Source: an optimization exercise on an open RTL-to-GDS flow (aim: small area, a short achievable clock period and few clock cycles per item). Production flows keep margins and buffers that such runs may drop. In this exercise RTL edits were held to simulation tests only and were not proved equivalent to the original.

## calendar_date_difference
module calendar_date_difference (
  input  logic                           clk_i,
  input  logic                           rst_ni,
  input  logic                           in_valid_i,
  output logic                           in_ready_o,
  input  logic [cdd_pkg::YEAR_W-1:0]     first_year_i,
  input  logic [cdd_pkg::MONTH_W-1:0]    first_month_i,
  input  logic [cdd_pkg::DAY_W-1:0]      first_day_i,
  input  logic [cdd_pkg::YEAR_W-1:0]     second_year_i,
  input  logic [cdd_pkg::MONTH_W-1:0]    second_month_i,
  input  logic [cdd_pkg::DAY_W-1:0]      second_day_i,
  output logic                           out_valid_o,
  input  logic                           out_ready_i,
  output logic [cdd_pkg::DIFF_W-1:0]     day_difference_o
);
For scale: roughly 1,100 cells after synthesis, roughly 98 flip-flops, roughly 11,000 um^2 of cells after synthesis.
==> flow/config.mk <==
export PLATFORM = sky130hd
export DESIGN_NAME = calendar_date_difference
export DESIGN_NICKNAME = calendar_date_difference
export VERILOG_FILES = /design/flow/design.v
export SDC_FILE = /design/flow/constraint.sdc
export NUM_CORES = 4
export LEC_CHECK = 0
export CAP_MARGIN = 20
export CORE_MARGIN = 2
export CORE_UTILIZATION = 50
export CTS_BUF_LIST = sky130_fd_sc_hd__clkbuf_8
export SETUP_SLACK_MARGIN = 2.7
export SLEW_MARGIN = 20
==> flow/constraint.sdc <==
create_clock -name core_clock -period 7.0 [get_ports {clk_i}]
set_input_delay 1.4000 -clock core_clock [delete_from_list [all_inputs] [get_ports {clk_i}]]
set_output_delay 1.4000 -clock core_clock [all_outputs]
set_load 0.01 [all_outputs]
standard.sh (not shown) runs the stock make flow with config.mk's settings and CLKGATE_MAP_FILE= SYNTH_SCRIPT=/design/flow/synth_recipe.tcl, a recipe that flattens the netlist after the stock synthesis.
==> flow/flow/run.sh <==
#!/bin/bash
# Layout flow: the standard flow (standard.sh) with two changes:
# - the buffers that buffer_ports puts on every input and output port are
#   sky130_fd_sc_hd__buf_1 instead of the cell OpenROAD picks by default;
# - Yosys's synth skips its quick internal ABC pass (SYNTH_ARGS=-noabc), so
#   the full adders written in the RTL reach extract_fa as written; the
#   technology mapping ABC pass after it runs as usual.
set -euo pipefail
export BUFFER_PORTS_ARGS="-buffer_cell sky130_fd_sc_hd__buf_1"
export SYNTH_ARGS="-noabc"
bash standard.sh finish > standard_flow.log 2>&1
The baseline completed with no timing, DRC or antenna violations.
Testbench counts at the start, summed over its fixed seeds: cycles 24,016, items 24,000.
Edit:
CORE_UTILIZATION = 40   (was 50)
Clock-buffer cell count rises by 1.
Critical path depth stays the same.
Global-route usage falls by 3.5 points.
Cell area rises by 0.39%.
Worst setup slack got worse by 0.021 ns.
Sequential share of layout area barely changes.
Via count falls by 0.66%.
Edit:
SETUP_SLACK_MARGIN = 3.1   (was 2.7)
What happened: Synthesized cell count stays the same. Sequential share of layout area goes down by 2.0 points. Setup slack improves by 0.081 ns.
Edit:
CTS_BUF_LIST = default   (was sky130_fd_sc_hd__clkbuf_8)
SETUP_SLACK_MARGIN = 2.6   (was 3.1)
Effect:
- fmax shrinks by 3.7%
- global-route usage decreases by 1.2 points
- cell area came out lower by about 8%

========
Setup of job 9727:
Another version of the RTL of calendar_date_difference (not shown whole).
Size: ~1100 cells after synthesis, roughly 97 flip-flops.
Settings: LEC_CHECK=0, CAP_MARGIN=20, CORE_MARGIN=2, CORE_UTILIZATION=40, SETUP_SLACK_MARGIN=2.4, SLEW_MARGIN=20; clock period 7.0 ns.
==> flow/flow/run.sh <==
#!/bin/bash
# Layout flow: the standard flow (standard.sh) with two changes:
# - the buffers that buffer_ports puts on every input and output port are
#   sky130_fd_sc_hd__buf_2 instead of the cell OpenROAD picks by default;
# - Yosys's synth skips its quick internal ABC pass (SYNTH_ARGS=-noabc), so
#   the full adders written in the RTL reach extract_fa as written; the
#   technology mapping ABC pass after it runs as usual.
set -euo pipefail
export BUFFER_PORTS_ARGS="-buffer_cell sky130_fd_sc_hd__buf_2"
export SYNTH_ARGS="-noabc"
bash standard.sh finish > standard_flow.log 2>&1
Testbench counts of job 9727, summed over its fixed seeds: cycles 24,016, items 24,000.
[inputs] job 6639 vs job 9727
- a change of SETUP_SLACK_MARGIN from 2.4 to 2.3
--- a/flow/flow/run.sh
+++ b/flow/flow/run.sh
@@ -4 +4 @@
-#   sky130_fd_sc_hd__buf_2 instead of the cell OpenROAD picks by default;
+#   sky130_fd_sc_hd__buf_1 instead of the cell OpenROAD picks by default;
@@ -9 +9 @@
-export BUFFER_PORTS_ARGS="-buffer_cell sky130_fd_sc_hd__buf_2"
+export BUFFER_PORTS_ARGS="-buffer_cell sky130_fd_sc_hd__buf_1"
Notes after the runs:
First element of the critical path = first_year_i[5]: job 6639; first element of the critical path = first_year_i[4]: job 9727
Comparing job 9727 and job 6639, the higher wire length was measured on job 6639.
Comparing job 9727 and job 6639, the higher shortest period the worst path allows was measured on job 6639.
Relative to job 9727, the count of buffers not belonging to the clock network in the layout measured on job 6639 has decreased by a few percent.
Compared with job 9727, in job 6639 fill cell instance count of the final layout higher, finished layout cell area lower.
Setup changes, job 6639 to job 5106
- putting ABC_CLOCK_PERIOD_IN_PS at 4500 where nothing was set
- swapping 2.3 for 2.4 in SETUP_SLACK_MARGIN
--- a/flow/flow/run.sh
+++ b/flow/flow/run.sh
@@ -4 +4 @@
-#   sky130_fd_sc_hd__buf_1 instead of the cell OpenROAD picks by default;
+#   sky130_fd_sc_hd__buf_2 instead of the cell OpenROAD picks by default;
@@ -9 +9 @@
-export BUFFER_PORTS_ARGS="-buffer_cell sky130_fd_sc_hd__buf_1"
+export BUFFER_PORTS_ARGS="-buffer_cell sky130_fd_sc_hd__buf_2"
Notes after the runs:
Looking at the reports, job 6639 completed the entire flow and the layout it produced met the timing, design-rule and antenna checks.
The final layout from job 5106, which completed every stage, passed the timing, design-rule and antenna checks at the end of the flow.
For clock skew, job 6639 and job 5106 come out practically identical.
On met3 track demand over resource in global routing, job 6639 and job 5106 are basically level.
As far as sequential cell count is concerned, job 5106 and job 6639 perform about the same.
## Diff of input files: job 2399 against job 5106
- ABC_CLOCK_PERIOD_IN_PS removed (was 4500)
- SLEW_MARGIN changed from 20 to 0
- CAP_MARGIN changed from 20 to 0
==> comparison <==
- Re first-pass detailed-route iteration total: no difference whatsoever between job 5106 and job 2399.
- Job 5106: no failed stages, no open violations at the end
- Job 2399 finished end to end and its layout was clean on timing, DRC and antenna.
- Count of inserted antenna diode cells essentially unchanged between job 2399 and job 5106.
- Number of nets at the end of the flow: job 5106 vs job 2399 identical
- As far as sequential cell count of the final layout goes, job 2399 and job 5106 are indistinguishable; the numbers are identical.
- Reported for job 5106 and job 2399, number of enable-type register cells in the synthesized netlist turned out identical to the last digit.
- Re sequential share of layout area: no difference whatsoever between job 2399 and job 5106.

-- static timing again, ports no longer ideal --
The flow's constraints put no driver on any port. The routed layouts listed below were extracted and timed again, unchanged, in two steps. Step 1 assumes that a clkbuf_16 drives the clock port and a buf_2 every other input. Step 2 times the ports against the registers' clock, not the clock port: input delays grow and output delays shrink by t, the midpoint of the rising clock arrivals with the driver on. Slacks: ideal ports / drivers / drivers and shift; pairs: ideal ports / drivers.
run	t, ns	setup WS [ns]	worst slew at a driven data input, ns
the first run of note 1	0.408	2.804 / 2.822 / 2.417	0.03
the second run of note 1	0.423	2.783 / 2.783 / 2.407	0.04
the third run of note 1	0.404	2.864 / 2.864 / 2.550	0.06
the fourth run of note 1	0.382	2.705 / 2.722 / 2.340	0.03
job 9727	0.390	2.558 / 2.521 / 2.194	0.03
job 6639	0.387	2.392 / 2.412 / 2.025	0.03
job 5106	0.390	2.558 / 2.521 / 2.194	0.03
job 2399	0.390	2.558 / 2.521 / 2.194	0.03
After both steps every run listed still meets setup and hold. The setup slack of the first run of note 1, which loses most, moves by +0.018 ns with the drivers and by -0.387 ns with both steps.
